Source: an optimization exercise on an open RTL-to-GDS flow (aim: small area). Production flows keep margins and buffers that such runs may drop.
Only simulation tests tie the RTL to the original design; equivalence was not proved.
Power and IR drop assume default switching activity.

==> flow/standard.sh <==
#!/bin/bash
# synth_recipe.tcl (not shown) runs the flow's synth.tcl, then flattens the netlist and writes it again
# the make line also repeats each setting of config.mk as NAME=value (left out here)
make -C /OpenROAD-flow-scripts/flow DESIGN_CONFIG=/design/flow/config.mk WORK_HOME=/design/flow/orfs CLKGATE_MAP_FILE= SYNTH_SCRIPT=/design/flow/synth_recipe.tcl "${@:-finish}"
==> flow/constraint.sdc <==
create_clock -name core_clock -period 12.5 [get_ports {clk_i}]
set_input_delay 2.5000 -clock core_clock [delete_from_list [all_inputs] [get_ports {clk_i}]]
set_output_delay 2.5000 -clock core_clock [all_outputs]
set_load 0.01 [all_outputs]
==> flow/config.mk <==
export PLATFORM = sky130hd
export DESIGN_NAME = snow_overlay_top
export DESIGN_NICKNAME = snow_overlay_top
export VERILOG_FILES = /design/flow/design.v
export SDC_FILE = /design/flow/constraint.sdc
export NUM_CORES = 4
export LEC_CHECK = 0
export ABC_AREA = 1
export CAP_MARGIN = 10
export CORE_MARGIN = 2
export CORE_UTILIZATION = 40
export SLEW_MARGIN = 0
==> flow/flow/resyn.tcl <==
# Re-optimises the combinational logic of the standard synthesis's netlist with a stronger ABC
# script. Every flip-flop stays as the same instance, name and cell; only the gates between them
# are remapped. Reads and writes the netlist named by $::env(RESYN_NETLIST).
yosys -import
set lib $::env(RESYN_LIB)
set keep {sky130_fd_sc_hd__dfxtp_1 sky130_fd_sc_hd__dfxtp_2 sky130_fd_sc_hd__dfxtp_4 sky130_fd_sc_hd__conb_1}
set dont_use {sky130_fd_sc_hd__probe_p_8 sky130_fd_sc_hd__probec_p_8 sky130_fd_sc_hd__lpflow_bleeder_1 sky130_fd_sc_hd__lpflow_clkbufkapwr_1 sky130_fd_sc_hd__lpflow_clkbufkapwr_16 sky130_fd_sc_hd__lpflow_clkbufkapwr_2 sky130_fd_sc_hd__lpflow_clkbufkapwr_4 sky130_fd_sc_hd__lpflow_clkbufkapwr_8 sky130_fd_sc_hd__lpflow_clkinvkapwr_1 sky130_fd_sc_hd__lpflow_clkinvkapwr_16 sky130_fd_sc_hd__lpflow_clkinvkapwr_2 sky130_fd_sc_hd__lpflow_clkinvkapwr_4 sky130_fd_sc_hd__lpflow_clkinvkapwr_8 sky130_fd_sc_hd__lpflow_decapkapwr_12 sky130_fd_sc_hd__lpflow_decapkapwr_3 sky130_fd_sc_hd__lpflow_decapkapwr_4 sky130_fd_sc_hd__lpflow_decapkapwr_6 sky130_fd_sc_hd__lpflow_decapkapwr_8 sky130_fd_sc_hd__lpflow_inputiso0n_1 sky130_fd_sc_hd__lpflow_inputiso0p_1 sky130_fd_sc_hd__lpflow_inputiso1n_1 sky130_fd_sc_hd__lpflow_inputiso1p_1 sky130_fd_sc_hd__lpflow_inputisolatch_1 sky130_fd_sc_hd__lpflow_isobufsrc_1 sky130_fd_sc_hd__lpflow_isobufsrc_16 sky130_fd_sc_hd__lpflow_isobufsrc_2 sky130_fd_sc_hd__lpflow_isobufsrc_4 sky130_fd_sc_hd__lpflow_isobufsrc_8 sky130_fd_sc_hd__lpflow_isobufsrckapwr_16 sky130_fd_sc_hd__lpflow_lsbuf_lh_hl_isowell_tap_1 sky130_fd_sc_hd__lpflow_lsbuf_lh_hl_isowell_tap_2 sky130_fd_sc_hd__lpflow_lsbuf_lh_hl_isowell_tap_4 sky130_fd_sc_hd__lpflow_lsbuf_lh_isowell_4 sky130_fd_sc_hd__lpflow_lsbuf_lh_isowell_tap_1 sky130_fd_sc_hd__lpflow_lsbuf_lh_isowell_tap_2 sky130_fd_sc_hd__lpflow_lsbuf_lh_isowell_tap_4 }
read_liberty -ignore_miss_func $lib
read_verilog $::env(RESYN_NETLIST)
hierarchy -top $::env(RESYN_TOP)
foreach c $keep { catch { setattr -mod -set keep_hierarchy 1 $c } }
flatten
foreach c $keep { catch { blackbox $c } }
opt_clean -purge
set du_args {}
foreach c $dont_use { lappend du_args -dont_use $c }
abc -liberty $lib {*}$du_args -script $::env(RESYN_SCRIPT)
opt_clean -purge
splitnets
opt_clean -purge
hilomap -singleton -hicell sky130_fd_sc_hd__conb_1 HI -locell sky130_fd_sc_hd__conb_1 LO
insbuf -buf sky130_fd_sc_hd__buf_4 A X
tee -o $::env(RESYN_STAT) stat -liberty $lib
select $::env(RESYN_TOP)
write_verilog -noattr -nohex -nodec -selected $::env(RESYN_OUT)
==> flow/flow/resyn.abc <==
strash
&get -n
&deepsyn -T 120
&put
dch -f
amap -F 4 -A 10 -m
topo
dnsize -c
==> flow/design.v <==
`timescale 1ns/1ps
`default_nettype none
module raster_position (
    input  logic        clk_i,
    input  logic        rst_i,
    input  logic        cen_i,           
    input  logic [1:0]  blank_i,         
    output logic [10:0] pos_x_o,
    output logic [10:0] pos_y_o,
    output logic        frame_start_o    
);
    logic        hblank_q;    
    logic        vblank_q;    
    logic [10:0] x_q;
    logic [10:0] y_q;
    logic        h_fall;      
    logic        h_rise;      
    logic        v_fall;      
    assign h_fall = hblank_q & ~blank_i[0];
    assign h_rise = ~hblank_q & blank_i[0];
    assign v_fall = vblank_q & ~blank_i[1];
    function automatic logic [10:0] inc(input logic [10:0] a, input logic ci);
        logic c;
        c = ci;
        for (int i = 0; i < 11; i++) begin
            inc[i] = a[i] ^ c;
            c      = a[i] & c;
        end
    endfunction
    logic x_inc;
    logic x_clr;
    logic y_inc;
    logic y_clr;
    assign x_inc = cen_i && !blank_i[0];
    assign x_clr = rst_i || (cen_i && h_fall);
    assign y_inc = cen_i && h_rise;
    assign y_clr = rst_i || (cen_i && v_fall);    
    always_ff @(posedge clk_i) begin
        if (rst_i) begin
            hblank_q <= 1'b0;
            vblank_q <= 1'b0;
        end else if (cen_i) begin
            hblank_q <= blank_i[0];
            vblank_q <= blank_i[1];
        end
        x_q <= x_clr ? 11'd0 : inc(x_q, x_inc);
        y_q <= y_clr ? 11'd0 : inc(y_q, y_inc);
    end
    assign pos_x_o       = x_q;
    assign pos_y_o       = y_q;
    assign frame_start_o = v_fall;   
endmodule
`default_nettype wire
`timescale 1ns/1ps
`default_nettype none
module snowflake_field (
    input  logic        clk_i,
    input  logic        rst_i,
    input  logic        cen_i,
    input  logic        frame_start_i,
    input  logic [10:0] pos_x_i,
    input  logic [10:0] pos_y_i,
    output logic        hit_o,
    output logic [23:0] rgb_o
);
    localparam int NS = 8;                    
    logic [NS-1:0][10:0] fx;                  
    logic [NS-1:0][10:0] fy;
    logic [12-1:0] hit;              
    function automatic logic [14:0] rsub(input logic [13:0] a, input logic [13:0] b);
        logic        c;
        logic [13:0] d;
        c = 1'b1;
        for (int i = 0; i < 14; i++) begin
            d[i] = a[i] ^ ~b[i] ^ c;
            c    = (a[i] & ~b[i]) | (c & (a[i] ^ ~b[i]));
        end
        rsub = {c, d};
    endfunction
    function automatic logic ge(input logic [13:0] a, input logic [13:0] b);
        logic [14:0] t;
        t  = rsub(a, b);
        ge = t[14];
    endfunction
    function automatic logic [14:0] radd(input logic [13:0] a, input logic [13:0] b);
        logic        c;
        logic [13:0] d;
        c = 1'b0;
        for (int i = 0; i < 14; i++) begin
            d[i] = a[i] ^ b[i] ^ c;
            c    = (a[i] & b[i]) | (c & (a[i] ^ b[i]));
        end
        radd = {c, d};
    endfunction
    function automatic logic star(input logic [3:0] u, input logic [3:0] v);
        logic [14:0] s;
        s    = radd(14'(u), 14'(v));
        star = (u != 4'hf) && (v != 4'hf) &&
               (u == 4'd6 || u == 4'd7 || u == 4'd8 || v == 4'd6 || v == 4'd7 || v == 4'd8 ||
                u == v || s[4:0] == 5'd14);
    endfunction
    function automatic logic [4:0] win(input logic [11:0] d, input int c);
        logic [14:0] t;
        t   = rsub({2'b0, d}, 14'(c));
        win = {t[11:4] == 8'd0, t[3:0]};
    endfunction
    logic adv;                                  
    logic p3;                                   
    assign adv = cen_i && frame_start_i;
    for (genvar j = 0; j < NS; j++) begin : g_flake
        localparam int S  = j + 1;              
        localparam int X0 = (j * 160) % 1920;
        localparam int Y0 = (j * 90) % 1080;
        if (j == 0 || j == 2 || j == 4 || j == 6) begin : g_st
            logic        wrap;                  
            logic        xw;                    
            logic [13:0] y_add;
            logic [13:0] x_add;
            logic [14:0] y_sum;
            logic [14:0] x_sum;
            logic [10:0] y_nx;
            logic [10:0] xq;
            logic [10:0] yq;
            assign wrap  = adv && ge({3'b0, fy[j]}, 14'(1080 - S));
            assign xw    = ge({3'b0, fx[j]}, 14'(1920 - 137));
            assign y_add = adv ? 14'(S) : 14'd0;
            assign x_add = wrap ? (xw ? 14'(137 + 2048 - 1920) :
                                        14'(137)) : 14'd0;
            assign y_sum = radd({3'b0, fy[j]}, y_add);
            assign x_sum = radd({3'b0, fx[j]}, x_add);
            assign y_nx  = wrap ? 11'd0 : y_sum[10:0];
            always_ff @(posedge clk_i) begin
                if (rst_i) yq <= 11'(Y0);
                else       yq <= y_nx;
            end
            assign fy[j] = yq;
            always_ff @(posedge clk_i) begin
                if (rst_i) xq <= 11'(X0);
                else       xq <= x_sum[10:0];
            end
            assign fx[j] = xq;
        end else begin : g_der
            localparam int P  = (j == 5) ? 2 : (j == 7) ? 3 : 0;   
            localparam int M  = (j == 3) ? 4 : 2;           
            localparam int SH = (j == 3) ? 2 : 1;           
            localparam int K  = (j == 3) ? 268 : (j == 7) ? 88 : 90;
            localparam int C  = (j == 3) ? 480 : 160;
            logic [3:0]  th;                    
            logic [13:0] ky;                    
            logic [13:0] cx;                    
            logic [14:0] y_sum;
            logic [14:0] x_sum;
            logic [4:0]  hs;                    
            logic [3:0]  hm;
            for (genvar k = 1; k <= 4; k++) begin : g_q
                if ((M * 1079 + K) >= 1080 * k) begin : g_t
                    assign th[k-1] = ge({3'b0, fy[P]}, 14'((1080 * k - K + M - 1) / M));
                end else begin : g_n
                    assign th[k-1] = 1'b0;
                end
            end
            always_comb begin
                if      (th[3]) begin ky = 14'(K - 4320); cx = 14'(C + 548); end
                else if (th[2]) begin ky = 14'(K - 3240); cx = 14'(C + 411); end
                else if (th[1]) begin ky = 14'(K - 2160); cx = 14'(C + 274); end
                else if (th[0]) begin ky = 14'(K - 1080); cx = 14'(C + 137); end
                else            begin ky = 14'(K);        cx = 14'(C);       end
                if (j == 3) ky[1] = p3;         
                if (j == 7 && p3) ky = th[1] ? 14'(84 - 2160) : th[0] ? 14'(84 - 1080) : 14'd90;
            end
            assign y_sum = radd(14'(fy[P]) << SH, ky);
            assign x_sum = radd(14'(fx[P]) << SH, cx);
            logic [14:0] hsum;
            logic [14:0] hinc;
            assign hsum  = radd(14'(x_sum[13:11]), 14'(x_sum[10:7]));
            assign hs    = hsum[4:0];
            assign hinc  = radd(14'(hs), 14'd1);   
            assign hm    = ge(14'(hs), 14'd15) ? hinc[3:0] : hs[3:0];
            assign fy[j] = y_sum[10:0];
            assign fx[j] = {hm, x_sum[6:0]};
        end
    end
    always_ff @(posedge clk_i) begin
        if (rst_i)                                    p3 <= 1'b1;
        else if (adv && fy[0] == 11'd202) p3 <= 1'b0;
    end
    logic [14:0] x7;                            
    logic [14:0] y7;
    assign x7 = radd({3'b0, pos_x_i}, 14'd7);
    assign y7 = radd({3'b0, pos_y_i}, 14'd7);
    for (genvar j = 0; j < NS; j++) begin : g_draw
        logic [11:0] ddx;                       
        logic [11:0] ddy;                       
        logic [4:0]  wx;
        logic [4:0]  wy;
        assign ddx    = 12'(rsub({2'b0, x7[11:0]}, {3'b0, fx[j]}));
        assign ddy    = 12'(rsub({2'b0, y7[11:0]}, {3'b0, fy[j]}));
        assign wx     = win(ddx, 0);
        assign wy     = win(ddy, 0);
        assign hit[j] = wx[4] && wy[4] && star(wx[3:0], wy[3:0]);
        if (j < 4) begin : g_twin               
            logic       lo;                     
            logic       xw;                     
            logic       odd;                    
            logic [4:0] vx;
            logic [4:0] vy;
            assign lo  = ~ge({3'b0, fy[j]}, 14'd360);
            assign xw  = lo ? ge({3'b0, fx[j]}, 14'd640) : ge({3'b0, fx[j]}, 14'd503);
            assign odd = (j == 3) && p3;
            assign vx  = lo ? (xw ? win(ddx, -640) : win(ddx, 1280)) :
                              (xw ? win(ddx, -503) : win(ddx, 1417));
            assign vy  = lo ? win(ddy, 720) : odd ? win(ddy, -362) : win(ddy, -360);
            assign hit[j+8] = vx[4] && vy[4] && star(vx[3:0], vy[3:0]);
        end
    end
    assign hit_o = |hit;
    assign rgb_o = hit_o ? 24'(24'hFF_FF_FF) : 24'(24'h00_00_00);
endmodule
`default_nettype wire
`timescale 1ns/1ps
`default_nettype none
module character_sprites (
    input  logic [10:0] pos_x_i,
    input  logic [10:0] pos_y_i,
    output logic        hit_o,
    output logic [23:0] rgb_o
);
    function automatic logic ge(input logic [10:0] a, input logic [10:0] b);
        logic c;
        c = 1'b1;
        for (int i = 0; i < 11; i++) begin
            c = (a[i] & ~b[i]) | (c & ~(a[i] ^ b[i]));
        end
        ge = c;
    endfunction
    function automatic logic [5:0] sub6(input logic [5:0] a, input logic [5:0] b);
        logic c;
        c = 1'b1;
        for (int i = 0; i < 6; i++) begin
            sub6[i] = a[i] ^ ~b[i] ^ c;
            c       = (a[i] & ~b[i]) | (c & ~(a[i] ^ b[i]));
        end
    endfunction
    function automatic logic [7:0] sub8(input logic [7:0] a, input logic [7:0] b);
        logic c;
        c = 1'b1;
        for (int i = 0; i < 8; i++) begin
            sub8[i] = a[i] ^ ~b[i] ^ c;
            c       = (a[i] & ~b[i]) | (c & ~(a[i] ^ b[i]));
        end
    endfunction
    function automatic logic run_hit(input logic [10:0] row, input logic [5:0] rx);
        logic [4:0] m;                        
        logic [4:0] t;
        m       = rx[4:0] ^ {5{rx[5]}};
        t       = rx[5] ? row[4:0] : row[9:5];
        run_hit = row[10] && ge({6'd0, t}, {6'd0, m});
    endfunction
    function automatic logic ghost_run(input logic [6:0] row, input logic [5:0] rx);
        logic [4:0] m;
        m         = rx[4:0] ^ {5{rx[5]}};
        ghost_run = row[6] && ge({6'd0, row[4:0]}, {6'd0, m}) &&
                    (!rx[5] || row[5] || m != row[4:0]);
    endfunction
    function automatic logic [6:0] ghost_row(input logic [5:0] ry);
        case (ry)
            6'd40: ghost_row = {1'b1, 1'b0, 5'd6};   
            6'd41: ghost_row = {1'b1, 1'b0, 5'd8};   
            6'd42: ghost_row = {1'b1, 1'b0, 5'd10};   
            6'd43: ghost_row = {1'b1, 1'b0, 5'd11};   
            6'd44: ghost_row = {1'b1, 1'b0, 5'd13};   
            6'd45: ghost_row = {1'b1, 1'b0, 5'd14};   
            6'd46: ghost_row = {1'b1, 1'b0, 5'd15};   
            6'd47: ghost_row = {1'b1, 1'b0, 5'd15};   
            6'd48: ghost_row = {1'b1, 1'b0, 5'd16};   
            6'd49: ghost_row = {1'b1, 1'b0, 5'd17};   
            6'd50: ghost_row = {1'b1, 1'b0, 5'd17};   
            6'd51: ghost_row = {1'b1, 1'b0, 5'd18};   
            6'd52: ghost_row = {1'b1, 1'b0, 5'd18};   
            6'd53: ghost_row = {1'b1, 1'b0, 5'd19};   
            6'd54: ghost_row = {1'b1, 1'b0, 5'd19};   
            6'd55: ghost_row = {1'b1, 1'b0, 5'd19};   
            6'd56: ghost_row = {1'b1, 1'b0, 5'd19};   
            6'd57: ghost_row = {1'b1, 1'b0, 5'd19};   
            6'd58: ghost_row = {1'b1, 1'b0, 5'd19};   
            6'd59: ghost_row = {1'b1, 1'b0, 5'd20};   
            6'd60: ghost_row = {1'b1, 1'b0, 5'd20};   
            6'd61: ghost_row = {1'b1, 1'b0, 5'd20};   
            6'd62: ghost_row = {1'b1, 1'b0, 5'd20};   
            6'd63: ghost_row = {1'b1, 1'b0, 5'd20};   
            6'd0: ghost_row = {1'b1, 1'b0, 5'd20};   
            6'd1: ghost_row = {1'b1, 1'b0, 5'd20};   
            6'd2: ghost_row = {1'b1, 1'b0, 5'd20};   
            6'd3: ghost_row = {1'b1, 1'b0, 5'd20};   
            6'd4: ghost_row = {1'b1, 1'b0, 5'd20};   
            6'd5: ghost_row = {1'b1, 1'b0, 5'd20};   
            6'd6: ghost_row = {1'b1, 1'b0, 5'd20};   
            6'd7: ghost_row = {1'b1, 1'b0, 5'd20};   
            6'd8: ghost_row = {1'b1, 1'b0, 5'd20};   
            6'd9: ghost_row = {1'b1, 1'b0, 5'd20};   
            6'd10: ghost_row = {1'b1, 1'b0, 5'd20};   
            6'd11: ghost_row = {1'b1, 1'b0, 5'd20};   
            6'd12: ghost_row = {1'b1, 1'b0, 5'd20};   
            6'd13: ghost_row = {1'b1, 1'b0, 5'd20};   
            6'd14: ghost_row = {1'b1, 1'b0, 5'd20};   
            6'd15: ghost_row = {1'b1, 1'b0, 5'd20};   
            6'd16: ghost_row = {1'b1, 1'b0, 5'd20};   
            6'd17: ghost_row = {1'b1, 1'b0, 5'd20};   
            6'd18: ghost_row = {1'b1, 1'b0, 5'd20};   
            6'd19: ghost_row = {1'b1, 1'b0, 5'd20};   
            6'd20: ghost_row = {1'b1, 1'b1, 5'd19};   
            6'd21: ghost_row = {1'b1, 1'b1, 5'd19};   
            6'd22: ghost_row = {1'b1, 1'b1, 5'd11};   
            6'd23: ghost_row = {1'b1, 1'b1, 5'd11};   
            6'd24: ghost_row = {1'b1, 1'b1, 5'd3};   
            default: ghost_row = '0;
        endcase
    endfunction
    function automatic logic [10:0] pac_row(input logic [4:0] ay);
        case (ay)
            5'd0: pac_row = {1'b1, 5'd0, 5'd28};
            5'd1: pac_row = {1'b1, 5'd1, 5'd28};
            5'd2: pac_row = {1'b1, 5'd2, 5'd28};
            5'd3: pac_row = {1'b1, 5'd4, 5'd28};
            5'd4: pac_row = {1'b1, 5'd5, 5'd28};
            5'd5: pac_row = {1'b1, 5'd7, 5'd28};
            5'd6: pac_row = {1'b1, 5'd8, 5'd28};
            5'd7: pac_row = {1'b1, 5'd9, 5'd28};
            5'd8: pac_row = {1'b1, 5'd11, 5'd27};
            5'd9: pac_row = {1'b1, 5'd12, 5'd27};
            5'd10: pac_row = {1'b1, 5'd14, 5'd27};
            5'd11: pac_row = {1'b1, 5'd15, 5'd26};
            5'd12: pac_row = {1'b1, 5'd17, 5'd26};
            5'd13: pac_row = {1'b1, 5'd18, 5'd26};
            5'd14: pac_row = {1'b1, 5'd19, 5'd25};
            5'd15: pac_row = {1'b1, 5'd21, 5'd24};
            5'd16: pac_row = {1'b1, 5'd22, 5'd24};
            5'd17: pac_row = {1'b1, 5'd24, 5'd23};
            5'd18: pac_row = {1'b1, 5'd23, 5'd22};
            5'd19: pac_row = {1'b1, 5'd23, 5'd22};
            5'd20: pac_row = {1'b1, 5'd22, 5'd21};
            5'd21: pac_row = {1'b1, 5'd21, 5'd20};
            5'd22: pac_row = {1'b1, 5'd20, 5'd19};
            5'd23: pac_row = {1'b1, 5'd19, 5'd18};
            5'd24: pac_row = {1'b1, 5'd17, 5'd16};
            5'd25: pac_row = {1'b1, 5'd16, 5'd15};
            5'd26: pac_row = {1'b1, 5'd14, 5'd13};
            5'd27: pac_row = {1'b1, 5'd13, 5'd12};
            5'd28: pac_row = {1'b1, 5'd10, 5'd9};
            5'd29: pac_row = {1'b1, 5'd7, 5'd6};
            default: pac_row = '0;
        endcase
    endfunction
    logic                   g_blk;      
    logic                   g_xin;      
    logic [7:0]             g_rxb;      
    logic [5:0]             g_rx;       
    logic [5:0]             g_ry;
    logic [4:0]             g_m;
    logic [7:0]             g_c;        
    logic                   g_yin;
    logic                   g_hit;
    logic                   g_eye;
    logic                   g_pupil;
    logic [23:0]            g_col;
    logic [5:0]             p_rx;
    logic [5:0]             p_ry;
    logic [5:0]             p_ay;
    logic                   p_in;
    logic                   pac_hit;
    always_comb begin
        g_blk = 1'b1;
        g_col = '0;
        g_c   = '0;
        case (pos_x_i[10:7])
            4'd1:    begin g_c = 8'(150 - 128);  g_col = 24'hFF_B0_FF; end
            4'd4:    begin g_c = 8'(550 - 512);  g_col = 24'hFF_00_00; end
            4'd7:    begin g_c = 8'(960 - 896);  g_col = 24'h00_80_FF; end
            4'd9:    begin g_c = 8'(1180 - 1152); g_col = 24'h00_FF_00; end
            4'd12:   begin g_c = 8'(1650 - 1536); g_col = 24'h80_00_FF; end
            4'd13:   begin g_c = 8'(1650 - 1664); g_col = 24'h80_00_FF; end
            default: g_blk = 1'b0;
        endcase
        g_rxb = sub8({1'b0, pos_x_i[6:0]}, g_c);
        g_rx  = g_rxb[5:0];
        g_xin = g_blk && ge({3'd0, ~g_rxb[7], g_rxb[6:0]}, 11'(128 - 20)) &&
                ge(11'(128 + 20), {3'd0, ~g_rxb[7], g_rxb[6:0]});
        g_ry  = sub6(pos_y_i[5:0], 6'(150));
        g_yin = ge(pos_y_i, 11'(150 - 25)) &&
                ge(11'(150 + 25), pos_y_i);
        g_hit = g_xin && g_yin && ghost_run(ghost_row(g_ry), g_rx);
        g_m   = g_rx[4:0] ^ {5{g_rx[5]}};
        g_eye   = ge({6'd0, g_m}, g_rx[5] ? 11'd5 : 11'd6) &&
                  ge(g_rx[5] ? 11'd11 : 11'd12, {6'd0, g_m}) &&
                  ge({5'd0, ~g_ry[5], g_ry[4:0]}, 11'(32 - 10)) &&
                  ge(11'(32 - 4), {5'd0, ~g_ry[5], g_ry[4:0]});
        g_pupil = ge({6'd0, g_m}, g_rx[5] ? 11'd7 : 11'd8) &&
                  ge(g_rx[5] ? 11'd9 : 11'd10, {6'd0, g_m}) &&
                  ge({5'd0, ~g_ry[5], g_ry[4:0]}, 11'(32 - 8)) &&
                  ge(11'(32 - 6), {5'd0, ~g_ry[5], g_ry[4:0]});
        p_in    = ge(pos_x_i, 11'(960 - 32)) && ge(11'(960 + 31), pos_x_i) &&
                  ge(pos_y_i, 11'(250 - 31)) && ge(11'(250 + 31), pos_y_i);
        p_rx    = sub6(pos_x_i[5:0], 6'(960));
        p_ry    = sub6(pos_y_i[5:0], 6'(250));
        p_ay    = p_ry[5] ? sub6(6'd0, p_ry) : p_ry;     
        pac_hit = p_in && run_hit(pac_row(p_ay[4:0]), p_rx);
        if (pac_hit) begin
            hit_o = 1'b1;
            rgb_o = 24'hFF_FF_00;
        end else if (g_hit) begin
            hit_o = 1'b1;
            rgb_o = g_pupil ? 24'h00_00_00 : g_eye ? 24'hFF_FF_FF : g_col;
        end else begin
            hit_o = 1'b0;
            rgb_o = '0;
        end
    end
endmodule
`default_nettype wire
`timescale 1ns/1ps
`default_nettype none
module layer_compositor (
    input  logic        clk_i,
    input  logic        rst_i,
    input  logic        cen_i,
    input  logic [2:0]  sync_i,
    input  logic        char_hit_i,
    input  logic [23:0] char_rgb_i,
    input  logic        flake_hit_i,
    input  logic [23:0] flake_rgb_i,
    output logic [23:0] rgb_o,
    output logic [2:0]  sync_o
);
    logic [23:0] rgb_d;
    logic [23:0] rgb_q;
    logic [2:0]  sync_q;
    always_comb begin
        if (flake_hit_i) begin
            rgb_d = flake_rgb_i;          
        end else if (char_hit_i) begin
            rgb_d = char_rgb_i;           
        end else begin
            rgb_d = 24'h00_00_00;
        end
    end
    always_ff @(posedge clk_i) begin
        if (rst_i) begin
            rgb_q  <= '0;
            sync_q <= '0;
        end else if (cen_i) begin
            rgb_q  <= rgb_d;
            sync_q <= sync_i;             
        end
    end
    assign rgb_o  = rgb_q;
    assign sync_o = sync_q;
endmodule
`default_nettype wire
`timescale 1ns/1ps
`default_nettype none
module snow_overlay_top (
    input  logic        clk_i,
    input  logic        rst_i,
    input  logic        cen_i,      
    input  logic [1:0]  blank_i,    
    input  logic [2:0]  sync_i,     
    output logic [23:0] rgb_o,      
    output logic [2:0]  sync_o      
);
    logic [10:0] pos_x;
    logic [10:0] pos_y;
    logic        frame_start;
    logic        flake_hit;
    logic [23:0] flake_rgb;
    logic        char_hit;
    logic [23:0] char_rgb;
    raster_position u_raster (
        .clk_i         (clk_i),
        .rst_i         (rst_i),
        .cen_i         (cen_i),
        .blank_i       (blank_i),
        .pos_x_o       (pos_x),
        .pos_y_o       (pos_y),
        .frame_start_o (frame_start)
    );
    snowflake_field u_snow (
        .clk_i         (clk_i),
        .rst_i         (rst_i),
        .cen_i         (cen_i),
        .frame_start_i (frame_start),
        .pos_x_i       (pos_x),
        .pos_y_i       (pos_y),
        .hit_o         (flake_hit),
        .rgb_o         (flake_rgb)
    );
    character_sprites u_chars (
        .pos_x_i (pos_x),
        .pos_y_i (pos_y),
        .hit_o   (char_hit),
        .rgb_o   (char_rgb)
    );
    layer_compositor u_comp (
        .clk_i       (clk_i),
        .rst_i       (rst_i),
        .cen_i       (cen_i),
        .sync_i      (sync_i),
        .char_hit_i  (char_hit),
        .char_rgb_i  (char_rgb),
        .flake_hit_i (flake_hit),
        .flake_rgb_i (flake_rgb),
        .rgb_o       (rgb_o),
        .sync_o      (sync_o)
    );
endmodule
`default_nettype wire
==> flow/flow/run.sh <==
#!/bin/bash
# Own layout flow: the standard synthesis, then the combinational logic between the
# (unchanged) flip-flops is re-mapped with a stronger ABC script, then the standard layout
# from floorplan to finish. Each tool's output goes to a log file of its own here.
set -euo pipefail
W=$(pwd)
F=$W/flow
YOSYS=${YOSYS_EXE:-/OpenROAD-flow-scripts/tools/install/yosys/bin/yosys}
[[ -x $YOSYS ]] || YOSYS=yosys

# 1. Standard synthesis (the standard flow's own script, unchanged)
bash standard.sh synth > "$W/synth_std.log" 2>&1
R=$(dirname "$(ls "$W"/orfs/results/*/snow_overlay_top/base/1_2_yosys.v | head -n 1)")
cp "$R/1_2_yosys.v" "$W/netlist_std.v"

# 2. Re-map the gates between the flip-flops
RESYN_LIB=$FLOW_HOME/platforms/$FLOW_PLATFORM/lib/sky130_fd_sc_hd__tt_025C_1v80.lib \
RESYN_NETLIST=$W/netlist_std.v RESYN_TOP=$FLOW_TOP RESYN_SCRIPT=$F/resyn.abc \
RESYN_STAT=$W/resyn_stat.txt RESYN_OUT=$W/netlist_resyn.v \
  "$YOSYS" -c "$F/resyn.tcl" > "$W/resyn.log" 2>&1
cp "$W/netlist_resyn.v" "$R/1_2_yosys.v"
rm -f "$R/1_synth.odb" "$R/1_synth.sdc"

# 3. Standard layout on the new netlist. Ports get the smallest buffer; the clock tree uses
# mid-size buffers without dummy loads.
bash standard.sh \
  "BUFFER_PORTS_ARGS=-buffer_cell sky130_fd_sc_hd__buf_1" \
  "CTS_ARGS=-sink_clustering_enable -repair_clock_nets -buf_list sky130_fd_sc_hd__clkbuf_8 -dont_use_dummy_load" \
  "GPL_TIMING_DRIVEN=0" "REMOVE_ABC_BUFFERS=1" finish > "$W/layout.log" 2>&1
==> results.txt, run 1 <==
unrepaired setup endpoints after global routing=no; layout cells sized above 1=roughly 1.7%; synth warn=4; 1st-pass router iterations=5; TritonCTS clock tree=done; Layout area overhead=6.48%; final WL=around 57000 µm; Root Buffer=clkbuf_8; PnR worst setup slack=1.21 ns; Critical Path AT=around 12 ns; dpl cells=3111; vias per inst=about 6.1; initial antenna violation count=0; vias=between 15000 and 20000; Die X=just under 200 µm; FP Rows=70; Crit-path slowest cell=dfxtp_1; worst-margin pin slew=1.25 ns; htree depth=4; max incr delay on CP=roughly 0.5 ns; Cell Pwr Density=approximately 67 nW/µm²; multi-input logic area=11000 µm²; Setup crit end kind=register; remaining antenna violation count=0; Post-Layout Cell Count=between 3000 and 4000; VDD IR-drop max=0.0764 mV; core area=36600 µm²; Port Buffers=34; first-pass GRT wire length=~88000 µm; Worst-Skew Late Latency=approximately 0.5 ns; largest fanout on the critical path=9; Lkg Pwr=roughly 5.3 nW; worst rel slew slack=~16%; Slew Viols, Final=0; Initial DRC Count=about 2100; DPL Wire Length=44100 µm; Placer Congestion=roughly 0.98; pre-CTS setup slack=~0.98 ns; most frequent cells in the layout=565 x nor2_1, 338 x clkinv_1, 310 x o21ai_0; Initial Util=slightly above 40%; # fillers=between 4000 and 5000; Post-CTS Hold Buffers=0; CTS clk-pin slew, worst paths=~0.07 ns; most common cell after layout, fill and taps aside=nor2_1; Setup CP Type=reg -> reg; global route total overflow=0; Highest Clock Rate=between 80 and 90 MHz; clock skew=between 0.03 and 0.04 ns; status=complete, no violations; Hold Path Class=reg -> reg; Critical Path Source Type=register; hold-critical path depth=2; Fin. Hold Viols=0; setup violators final=0; path depth of the worst reg2reg path=56; average size of a mapped cell=roughly 5.7 µm²; io pins=35; vias in the first global route=about 17000; CP required=12.90 ns; die span in y=around 200 µm; DRC=0; Register Area=between 2000 and 2500 µm²; CTS Buf Count=17; WHS=0.485 ns; die area=roughly 39000 µm²; clk sink count=122; Synth Cell Area=between 10000 and 15000 µm²; largest net degree at the start of global routing=40; Setup TNS=0 ns; CTS Buffer Depth=2; GRT Util Overall=28.8%; Gate Count Post-Synth=2621; max_cap viols=0; Nets=approximately 2700; fin crit period=between 10 and 15 ns; Tcrit/Tclk final=roughly nine tenths; per-cell routed wire length=roughly 18 µm; most used cell, CP=nor2_1
==> sequential cells by signal, indices dropped and copies added, names as in the netlist <==
register                flops
u_raster.y_q               11
u_raster.x_q               11
u_comp.sync_q               3
u_comp.rgb_q                6
u_snow.g_flake.g_st.xq     44
u_raster.vblank_q           1
u_snow.g_flake.g_st.yq     44
u_snow.p3                   1
u_raster.hblank_q           1
==> worst max-delay path, delay by kind of cell, from the launching register on <==
family / cells / cell delay (ns)
flip-flops: 1 / 0.51
AO/OA/AOI/OAI: 27 / 5.16
buffers and inverters: 9 / 1.98
AND/OR/NAND/NOR: 20 / 3.54
==> final timing paths <==
| path | from | endpoint | slack (ns) |
|---|---|---|---|
| max | u_snow.g_flake[0].g_st.yq[0] | u_comp.rgb_q[15] | 1.21 |
| min | u_comp.rgb_q[15] | u_comp.rgb_q[15] | 0.48 |
| max reg2reg | u_snow.g_flake[0].g_st.yq[0] | u_comp.rgb_q[15] | 1.21 |
| min reg2reg | u_comp.rgb_q[15] | u_comp.rgb_q[15] | 0.48 |
==> layout make-up <==
cell class | instances | share of cell area (%)
inverter | 340 | 8.08
sequential | 122 | 15.4
multi-input combinational | 2132 | 69.3
tap | 468 | 3.70
antenna | 1 | 0.0158
clock buffer | 17 | 1.48
timing repair buffer | 51 | 1.95
==> metal layers <==
layer	routed length, µm	GRT usage [%]
met3	4980	4.83
met2	24100	45.1
met4	2960	14.6
met1	24900	38.2
met5	0	0
==> where the power goes <==
group / switching (mW) / leakage [nW] / internal [mW]
Sequential: 0.0112 / 0.987 / 0.395
Clock: 0.164 / 0.122 / 0.120
Combinational: 0.252 / 4.18 / 0.121
Total: 0.427 / 5.29 / 0.635
==> metrics by stage <==
stage / total power, mW / cell area [µm²] / util, %
finish: 1.06 / 15800 / 43.2
global route: 1.12 / 15800 / 43.2
CTS: 1.05 / 15800 / 43.1
detailed placement: 0.776 / 15600 / 42.5
global placement: 0.765 / 15400 / 42.0
floorplan: 0.676 / 14700 / -
==> what timing repair did <==
item | 4_1_cts | 5_1_grt
resized for setup | 0 | 5
setup endpoints to repair | 0 | 6
setup buffers | 0 | 0
==> run 2, diff against run 1 <==
--- a/flow/config.mk
+++ b/flow/config.mk
@@ -6,7 +6,7 @@
 export NUM_CORES = 4
 export LEC_CHECK = 0
 export ABC_AREA = 1
-export CAP_MARGIN = 10
+export CAP_MARGIN = 20
 export CORE_MARGIN = 2
 export CORE_UTILIZATION = 40
-export SLEW_MARGIN = 0
+export SLEW_MARGIN = 20
==> results.txt, run 2 <==
Critical Path Source Type=register (unchanged); FP Rows=70 (unchanged); internal power=0.635 mW (about the same); post_cts resized=0 (unchanged); max incr delay on CP=0.50 ns (was 0.51 ns); die span in y=197 µm (unchanged); critical path's top delay family=compound AO/OA/AOI/OAI gates (unchanged); per-cell routed wire length=18.2 µm (about the same); 1st-pass router iterations=6 (was 5); most frequent cells in the layout=563 x nor2_1, 338 x clkinv_1, 311 x o21ai_0 (was 565 x nor2_1, 338 x clkinv_1, 310 x o21ai_0); clock share of power=26.5% (was 26.7%); Post-CTS Hold Buffers=0 (unchanged); synth warn=4 (unchanged); unrepaired setup endpoints after global routing=no (unchanged); Slew Viols, Final=0 (unchanged); average size of a mapped cell=5.67 µm² (unchanged); Initial Util=40.6% (unchanged); setup violators final=0 (unchanged); Hold Path Class=reg -> reg (unchanged); die area=38700 µm² (unchanged); Seq pwr share=38.3% (was 38.2%); Layout area overhead=6.57% (was 6.48%); Root Buffer=clkbuf_8 (unchanged); buffer and inverter count on the worst path=9 (unchanged); remaining antenna violation count=0 (unchanged); Total Power=1.06 mW (about the same); post-CTS setup buffers=0 (unchanged); switching component of the power=0.425 mW (was 0.427 mW); Placer Congestion=0.979 (unchanged); Crit-path slowest cell=dfxtp_1 (unchanged); Critical Path AT=11.64 ns (was 11.68 ns); Initial DRC Count=2067 (was 2140); Post-Layout Cell Count=3124 (was 3131); Die X=197 µm (unchanged); setup slack, reg-to-reg=1.25 ns (was 1.21 ns); biggest regs=u_snow.g_flake.g_st.xq x44, u_snow.g_flake.g_st.yq x44 (unchanged); Nets=2666 (was 2672); clk sink count=122 (unchanged); CTS clk-pin slew, worst paths=0.07 ns (about the same); CTS Buf Count=17 (unchanged); Synth Cell Area=14900 µm² (unchanged); most used cell, CP=nor2_1 (unchanged); CP required=12.90 ns (about the same); Lkg Pwr=5.27 nW (was 5.29 nW); initial antenna violation count=1 (was 0); global route total overflow=0 (unchanged); Gate Count Post-Synth=2621 (unchanged); utilization after layout=43.3% (was 43.2%); # fillers=4005 (was 4027); Setup crit end kind=register (unchanged); DRC=0 (unchanged); Port Buffers=34 (unchanged); status=complete, no violations (unchanged); Logic pwr share=35.2% (was 35.1%); Fin. Hold Viols=0 (unchanged); GRT Util Overall=28.8% (about the same); largest net degree at the start of global routing=40 (unchanged); first-pass GRT wire length=88200 µm (was 88100 µm); Cell Pwr Density=67.0 nW/µm² (was 67.1 nW/µm²); vias=19400 (was 19200); VDD IR-drop max=0.0823 mV (was 0.0764 mV); vias in the first global route=16600 (was 16700); fin crit period=11.25 ns (was 11.29 ns); vias per inst=6.19 (was 6.14); Worst-Skew Late Latency=0.49 ns (was 0.50 ns); switching fraction of total power=40.1% (was 40.2%); core area=36600 µm² (unchanged); largest fanout on the critical path=9 (unchanged); io pins=35 (unchanged); htree depth=4 (unchanged); clock skew=0.0218 ns (was 0.0310 ns); DPL Wire Length=43900 µm (was 44100 µm); max_cap viols=0 (unchanged); worst-margin pin slew=1.15 ns (was 1.25 ns); Setup CP Type=reg -> reg (unchanged); diodes inserted=0 (was 1); Setup TNS=0 ns (unchanged); TritonCTS clock tree=done (unchanged); most common cell after layout, fill and taps aside=nor2_1 (unchanged); layout cells sized above 1=1.96% (was 1.69%); worst rel slew slack=22.8% (was 16.0%); final WL=56900 µm (was 57000 µm); Tcrit/Tclk final=90.0% (was 90.3%); Highest Clock Rate=88.9 MHz (was 88.6 MHz); dpl cells=3107 (was 3111); CTS Buffer Depth=2 (unchanged)
## run 2: per-stage QoR
stage | hold slack (ns) | setup slack [ns] | cell area, µm²
5_1_grt | 0.500 | 0.0701 | 15800
3_5_place_dp | 0.470 | 1.00 | 15600
2_1_floorplan | 0.447 | 3.84 | 14700
4_1_cts | 0.483 | 0.936 | 15800
6_report | 0.482 | 1.25 | 15800
3_3_place_gp | 0.457 | 1.04 | 15400
## run 2: power groups by stage
stage	Combinational, mW	Sequential, mW	Clock, mW
detailed placement	0.363	0.414	0
global route	0.414	0.407	0.299
finish	0.374	0.406	0.281
global placement	0.351	0.414	0
CTS	0.365	0.406	0.284
floorplan	0.260	0.416	0
## run 2: layout make-up
cell class,instances,area [µm²],share of cell area (%)
inverters,340,1280,8.07
multi-input cells,2132,11000,69.7
repair buffers,45,265,1.67
flip-flops and latches,122,2440,15.4
well taps,468,586,3.70
clock buffers,17,234,1.48
## run 2: final timing paths
check,from,end,depth (start not counted)
worst max-delay path,u_snow.g_flake[0].g_st.yq[0],u_comp.rgb_q[15],56
worst max register to register,u_snow.g_flake[0].g_st.yq[0],u_comp.rgb_q[15],56
worst min-delay path,u_comp.rgb_q[15],u_comp.rgb_q[15],2
worst min register to register,u_comp.rgb_q[15],u_comp.rgb_q[15],2
## run 2: worst register-to-register path, delay by kind of cell (launching register included)
| family | cells | cell delay, ns |
|---|---|---|
| buf+inv | 9 | 1.98 |
| simple gates | 20 | 3.56 |
| flops | 1 | 0.50 |
| compound gates | 27 | 5.14 |
## run 2: per-layer routing
layer | global-route usage (%) | part of all wire [%] | wire [µm]
met5 | 0 | 0 | 0
met4 | 13.2 | 4.6 | 2630
met3 | 5.25 | 9.2 | 5230
met2 | 45.8 | 43 | 24400
met1 | 38.0 | 43 | 24600

==> what the ideal ports hide <==
The results above use ideal ports. As a check the final layouts listed here were re-extracted and re-timed, cells and wires unchanged.
Step 1, drivers: a clkbuf_16 drives clk_i and a buf_2 each remaining input, both assumed.
Step 2 moves the port delays by t, midway between the first and last clock arrival at a register: inputs arrive t later, outputs are due t later. That takes back most of the time a late clock gives input paths.
Slacks: ideal ports / drivers / drivers and shift; pairs: ideal ports / drivers.
| run | shift t [ns] | slack for setup (ns) | worst data-port slew with drivers (ns) |
|---|---|---|---|
| run 1 | 0.526 | 1.215 / 1.215 / 1.215 | 0.03 |
| run 2 | 0.522 | 1.253 / 1.253 / 1.253 | 0.03 |
After both steps every run listed still meets setup and hold.
